What follows belongs to an exercise in optimizing a design on an open flow for small area and few clock cycles; a production flow would make more cautious choices. Only simulation tests tie the RTL to the original design; equivalence was not proved.

==> module operand_buffer, before the edit <==
module operand_buffer (
    input  logic        clk,
    input  logic        rst_n,
    input  logic        i_wr,         
    input  logic        i_wr_b,       
    input  logic [3:0]  i_waddr,
    input  logic [31:0] i_wdata,
    output logic [4:0]  o_phase,      
    output logic        o_pending,    
    output logic [31:0] o_a_row,
    output logic [31:0] o_b_row
);
    localparam int L = RING_LEN;
    logic [31:0] r_a [L];
    logic [31:0] r_b [L];
    logic        r_pend;
    logic        r_pend_b;
    logic [3:0]  r_waddr;
    logic [31:0] r_wdata;
    logic [4:0]  r_phase;
    logic [4:0] w_t10, w_t4;
    assign w_t10 = (r_waddr >= 4'd11) ? 5'(r_waddr - 4'd11) : 5'(r_waddr) + 5'd6;
    assign w_t4  = (r_waddr >= 4'd5)  ? 5'(r_waddr - 4'd5)  : 5'(r_waddr) + 5'd12;
    logic w_ins16, w_ins10, w_ins4;
    assign w_ins16 = r_pend && (r_phase == {1'b0, r_waddr});
    assign w_ins10 = r_pend && (r_phase == w_t10);
    assign w_ins4  = r_pend && (r_phase == w_t4);
    always_ff @(posedge clk) begin
        if (!rst_n) begin
            r_phase <= '0;
            r_pend  <= 1'b0;
        end else begin
            r_phase <= (r_phase == 5'(L - 1)) ? 5'd0 : r_phase + 5'd1;
            if (i_wr) begin
                r_pend <= 1'b1;
            end else if (w_ins16 || w_ins10 || w_ins4) begin
                r_pend <= 1'b0;
            end
        end
    end
    always_ff @(posedge clk) begin
        if (i_wr) begin
            r_pend_b <= i_wr_b;
            r_waddr  <= i_waddr;
            r_wdata  <= i_wdata;
        end
    end
    always_ff @(posedge clk) begin
        for (int j = 0; j < L; j++) begin
            if ((j == 16 && w_ins16) || (j == 10 && w_ins10) || (j == 4 && w_ins4)) begin
                r_a[j] <= r_pend_b ? r_a[(j + 1) % L] : r_wdata;
                r_b[j] <= r_pend_b ? r_wdata : r_b[(j + 1) % L];
            end else begin
                r_a[j] <= r_a[(j + 1) % L];
                r_b[j] <= r_b[(j + 1) % L];
            end
        end
    end
    assign o_phase   = r_phase;
    assign o_pending = r_pend;
    assign o_a_row   = r_a[0];
    assign o_b_row   = r_b[0];
endmodule
==> module mac_engine, before the edit <==
module mac_engine (
    input  logic        clk,
    input  logic        rst_n,
    input  logic        i_start_req,   
    input  logic        i_start,       
    input  logic        i_abort,       
    input  logic        i_wr_pending,  
    input  logic        i_hold_done,   
    input  logic        i_cap_wait,    
    input  logic [4:0]  i_k_len,
    input  logic [4:0]  i_phase,       
    input  logic [31:0] i_a_row,
    input  logic [31:0] i_b_row,
    input  logic [3:0]  i_sel,         
    output logic        o_cap,         
    output logic [SUM_W-1:0] o_result,  
    output logic        o_busy,
    output logic        o_done,
    output logic        o_done_set     
);
    localparam int W = SUM_W;
    logic          r_run;       
    logic          r_sent;      
    logic          r_req;       
    logic          r_end;       
    logic [6:0]    r_cnt;
    logic [3:0]    r_clr;       
    logic [1:0]    r_col;       
    logic [W-1:0]  r_acc [4][4];   
    logic          w_start;
    logic          w_last;
    logic          w_pre;
    logic [4:0]    w_k_pre;
    logic          w_below;
    logic [4:0]    w_k_top;
    logic          r_fwd;       
    logic          w_row_en;
    logic [7:0]    w_b;
    logic [W-1:0]  w_sum [4];
    assign w_start  = (r_req || i_start_req) && !r_run && !r_end && !i_wr_pending && !i_cap_wait;
    assign w_below  = (i_phase < i_k_len) || (i_phase == 5'd0);
    assign w_row_en = r_run && w_below;
    assign w_k_top  = (i_k_len == 5'd0) ? 5'd0 : i_k_len - 5'd1;
    assign w_last   = r_run && ((r_cnt == 7'(RUN_LEN - 1)) ||
                                (r_fwd && (r_cnt >= 7'(RUN_LEN - RING_LEN)) && (i_phase == w_k_top)));
    assign w_k_pre  = (w_k_top == 5'd0) ? 5'(RING_LEN - 1) : w_k_top - 5'd1;
    assign w_pre    = r_run && !w_last &&
                      ((r_cnt == 7'(RUN_LEN - 2)) ||
                       (r_fwd && (r_cnt >= 7'(RUN_LEN - RING_LEN - 1)) && (i_phase == w_k_pre)));
    assign w_b      = w_row_en ? i_b_row[8*r_col +: 8] : 8'd0;
    for (genvar r = 0; r < 4; r++) begin : g_mac
        mac_unit u_mac (
            .a(i_a_row[8*r +: 8]), .b(w_b),
            .c(r_acc[r][3] & {W{!r_clr[0]}}),
            .y(w_sum[r])
        );
    end
    always_ff @(posedge clk) begin
        if (!rst_n) begin
            r_run  <= 1'b0;
            r_sent <= 1'b0;
            r_req  <= 1'b0;
            r_end  <= 1'b0;
            r_cnt  <= '0;
            r_fwd  <= 1'b0;
            r_clr  <= 4'hf;
            r_col  <= '0;
            o_done <= 1'b0;
        end else begin
            r_col  <= r_col + 2'd1;
            o_done <= 1'b0;
            r_clr  <= {1'b0, r_clr[3:1]};
            if (r_run) r_cnt <= r_cnt + 7'd1;
            if (r_run && (r_cnt == 7'd0)) r_fwd <= (i_phase == 5'd0) || !w_below;
            if (i_start) r_sent <= 1'b1;
            if (i_abort) begin
                r_run  <= 1'b0;
                r_end  <= 1'b0;
                r_sent <= 1'b0;
                r_req  <= 1'b0;
                r_clr  <= 4'hf;
            end else begin
                if (i_start_req) r_req <= 1'b1;
                if (w_start) begin
                    r_req <= r_req && i_start_req;
                    r_run <= 1'b1;
                    r_cnt <= '0;
                    r_clr <= 4'hf;
                end else begin
                    if (w_last) r_run <= 1'b0;
                    if (w_pre || r_end) begin
                        if (i_hold_done) begin
                            r_end <= 1'b1;
                        end else begin
                            r_end  <= 1'b0;
                            r_sent <= 1'b0;
                            o_done <= 1'b1;
                        end
                    end
                end
            end
        end
    end
    always_ff @(posedge clk) begin
        for (int r = 0; r < 4; r++) begin
            r_acc[r][0] <= w_sum[r];
            r_acc[r][1] <= r_acc[r][0];
            r_acc[r][2] <= r_acc[r][1];
            r_acc[r][3] <= r_acc[r][2];
        end
    end
    assign o_done_set = (w_pre || r_end) && !i_abort && !i_hold_done;
    assign o_busy     = r_sent;
    assign o_cap      = (r_col == i_sel[1:0] + 2'd1);
    assign o_result   = r_acc[i_sel[3:2]][0];
endmodule
Settings: LEC_CHECK=0, ABC_AREA=1, CAP_MARGIN=20, CORE_MARGIN=2, CORE_UTILIZATION=40, PLACE_DENSITY=0.75, SLEW_MARGIN=20; clock period 10.0 ns.
standard.sh (not shown) runs the stock make flow with config.mk's settings and CLKGATE_MAP_FILE= SYNTH_SCRIPT=/design/flow/synth_recipe.tcl, a recipe that flattens the netlist after the stock synthesis.
==> flow/flow/run.sh <==
#!/bin/bash
set -euo pipefail
export CTS_ARGS="-sink_clustering_enable -repair_clock_nets -dont_use_dummy_load -buf_list sky130_fd_sc_hd__clkbuf_8 -sink_clustering_size 20 -sink_clustering_max_diameter 50"
bash standard.sh > standard.log 2>&1
Testbench counts at the start, summed over its fixed seeds: cycles 45,483.
Then changed:
--- a/flow/design.v
+++ b/flow/design.v
@@ -114,26 +114,31 @@
     logic        r_pend;
     logic        r_pend_b;
     logic [3:0]  r_waddr;
     logic [31:0] r_wdata;
     logic [4:0]  r_phase;
-    logic [4:0] w_t10, w_t4;
-    assign w_t10 = (r_waddr >= 4'd11) ? 5'(r_waddr - 4'd11) : 5'(r_waddr) + 5'd6;
-    assign w_t4  = (r_waddr >= 4'd5)  ? 5'(r_waddr - 4'd5)  : 5'(r_waddr) + 5'd12;
-    logic w_ins16, w_ins10, w_ins4;
-    assign w_ins16 = r_pend && (r_phase == {1'b0, r_waddr});
-    assign w_ins10 = r_pend && (r_phase == w_t10);
-    assign w_ins4  = r_pend && (r_phase == w_t4);
+    logic [5:0] w_s0, w_s6, w_s12;
+    logic [4:0] w_r0, w_r6, w_r12;
+    assign w_s0  = {1'b0, r_phase} + 6'd1;
+    assign w_s6  = {1'b0, r_phase} + 6'd7;
+    assign w_s12 = {1'b0, r_phase} + 6'd13;
+    assign w_r0  = (w_s0  >= 6'd17) ? 5'(w_s0  - 6'd17) : w_s0[4:0];
+    assign w_r6  = (w_s6  >= 6'd17) ? 5'(w_s6  - 6'd17) : w_s6[4:0];
+    assign w_r12 = (w_s12 >= 6'd17) ? 5'(w_s12 - 6'd17) : w_s12[4:0];
+    logic w_ins0, w_ins6, w_ins12;
+    assign w_ins0  = r_pend && (w_r0  == {1'b0, r_waddr});
+    assign w_ins6  = r_pend && (w_r6  == {1'b0, r_waddr});
+    assign w_ins12 = r_pend && (w_r12 == {1'b0, r_waddr});
     always_ff @(posedge clk) begin
         if (!rst_n) begin
             r_phase <= '0;
             r_pend  <= 1'b0;
         end else begin
             r_phase <= (r_phase == 5'(L - 1)) ? 5'd0 : r_phase + 5'd1;
             if (i_wr) begin
                 r_pend <= 1'b1;
-            end else if (w_ins16 || w_ins10 || w_ins4) begin
+            end else if (w_ins0 || w_ins6 || w_ins12) begin
                 r_pend <= 1'b0;
             end
         end
     end
     always_ff @(posedge clk) begin
@@ -143,11 +148,11 @@
             r_wdata  <= i_wdata;
         end
     end
     always_ff @(posedge clk) begin
         for (int j = 0; j < L; j++) begin
-            if ((j == 16 && w_ins16) || (j == 10 && w_ins10) || (j == 4 && w_ins4)) begin
+            if ((j == 0 && w_ins0) || (j == 6 && w_ins6) || (j == 12 && w_ins12)) begin
                 r_a[j] <= r_pend_b ? r_a[(j + 1) % L] : r_wdata;
                 r_b[j] <= r_pend_b ? r_wdata : r_b[(j + 1) % L];
             end else begin
                 r_a[j] <= r_a[(j + 1) % L];
                 r_b[j] <= r_b[(j + 1) % L];
@@ -184,11 +189,11 @@
     logic          r_run;       
     logic          r_sent;      
     logic          r_req;       
     logic          r_end;       
     logic [6:0]    r_cnt;
-    logic [3:0]    r_clr;       
+    logic [2:0]    r_clr;       
     logic [1:0]    r_col;       
     logic [W-1:0]  r_acc [4][4];   
     logic          w_start;
     logic          w_last;
     logic          w_pre;
@@ -211,11 +216,11 @@
                        (r_fwd && (r_cnt >= 7'(RUN_LEN - RING_LEN - 1)) && (i_phase == w_k_pre)));
     assign w_b      = w_row_en ? i_b_row[8*r_col +: 8] : 8'd0;
     for (genvar r = 0; r < 4; r++) begin : g_mac
         mac_unit u_mac (
             .a(i_a_row[8*r +: 8]), .b(w_b),
-            .c(r_acc[r][3] & {W{!r_clr[0]}}),
+            .c((r_clr != 3'd0) ? W'(0) : r_acc[r][3]),
             .y(w_sum[r])
         );
     end
     always_ff @(posedge clk) begin
         if (!rst_n) begin
@@ -223,33 +228,33 @@
             r_sent <= 1'b0;
             r_req  <= 1'b0;
             r_end  <= 1'b0;
             r_cnt  <= '0;
             r_fwd  <= 1'b0;
-            r_clr  <= 4'hf;
+            r_clr  <= 3'd4;
             r_col  <= '0;
             o_done <= 1'b0;
         end else begin
             r_col  <= r_col + 2'd1;
             o_done <= 1'b0;
-            r_clr  <= {1'b0, r_clr[3:1]};
+            if (r_clr != 3'd0) r_clr <= r_clr - 3'd1;
             if (r_run) r_cnt <= r_cnt + 7'd1;
             if (r_run && (r_cnt == 7'd0)) r_fwd <= (i_phase == 5'd0) || !w_below;
             if (i_start) r_sent <= 1'b1;
             if (i_abort) begin
                 r_run  <= 1'b0;
                 r_end  <= 1'b0;
                 r_sent <= 1'b0;
                 r_req  <= 1'b0;
-                r_clr  <= 4'hf;
+                r_clr  <= 3'd4;
             end else begin
                 if (i_start_req) r_req <= 1'b1;
                 if (w_start) begin
                     r_req <= r_req && i_start_req;
                     r_run <= 1'b1;
                     r_cnt <= '0;
-                    r_clr <= 4'hf;
+                    r_clr <= 3'd4;
                 end else begin
                     if (w_last) r_run <= 1'b0;
                     if (w_pre || r_end) begin
                         if (i_hold_done) begin
                             r_end <= 1'b1;
Outcome: Synthesized cell count increases by a few percent. Cell area rose slightly. Utilization came out lower by 0.12 points. Count of clock-buffer cells in the layout fell by 3. Die area climbs slightly. Cell count goes up by a few percent. Maximum frequency rose slightly. Worst setup slack gets better by 120 ps. Global-route usage barely changes. Sequential cell count went down by 1.
Testbench counts after the change, summed over its fixed seeds: cycles 45,483.

==> what the ideal ports hide <==
In the flow no input, the clock included, has a driving cell. The finished layouts below were timed again as built, in two steps. Step 1 sets driving cells, clkbuf_16 on the clock port and buf_2 on the other inputs (assumed; they add their load-dependent delay and slew). Step 2 also shifts input and output timing later by t, the mid clock arrival at the registers, as if the neighbouring blocks saw the same clock. Three values: ideal, step 1, step 2; two values: the first two.
run	t, ns	setup slack, ns	worst setup path after step 2	slew at the worst register clock pin (ns)
the first run	0.772	0.430 / 0.430 / 0.430	register to register	0.12 / 0.12
the second run	0.812	0.552 / 0.552 / 0.552	register to register	0.12 / 0.12
After both steps every run listed still meets setup and hold.
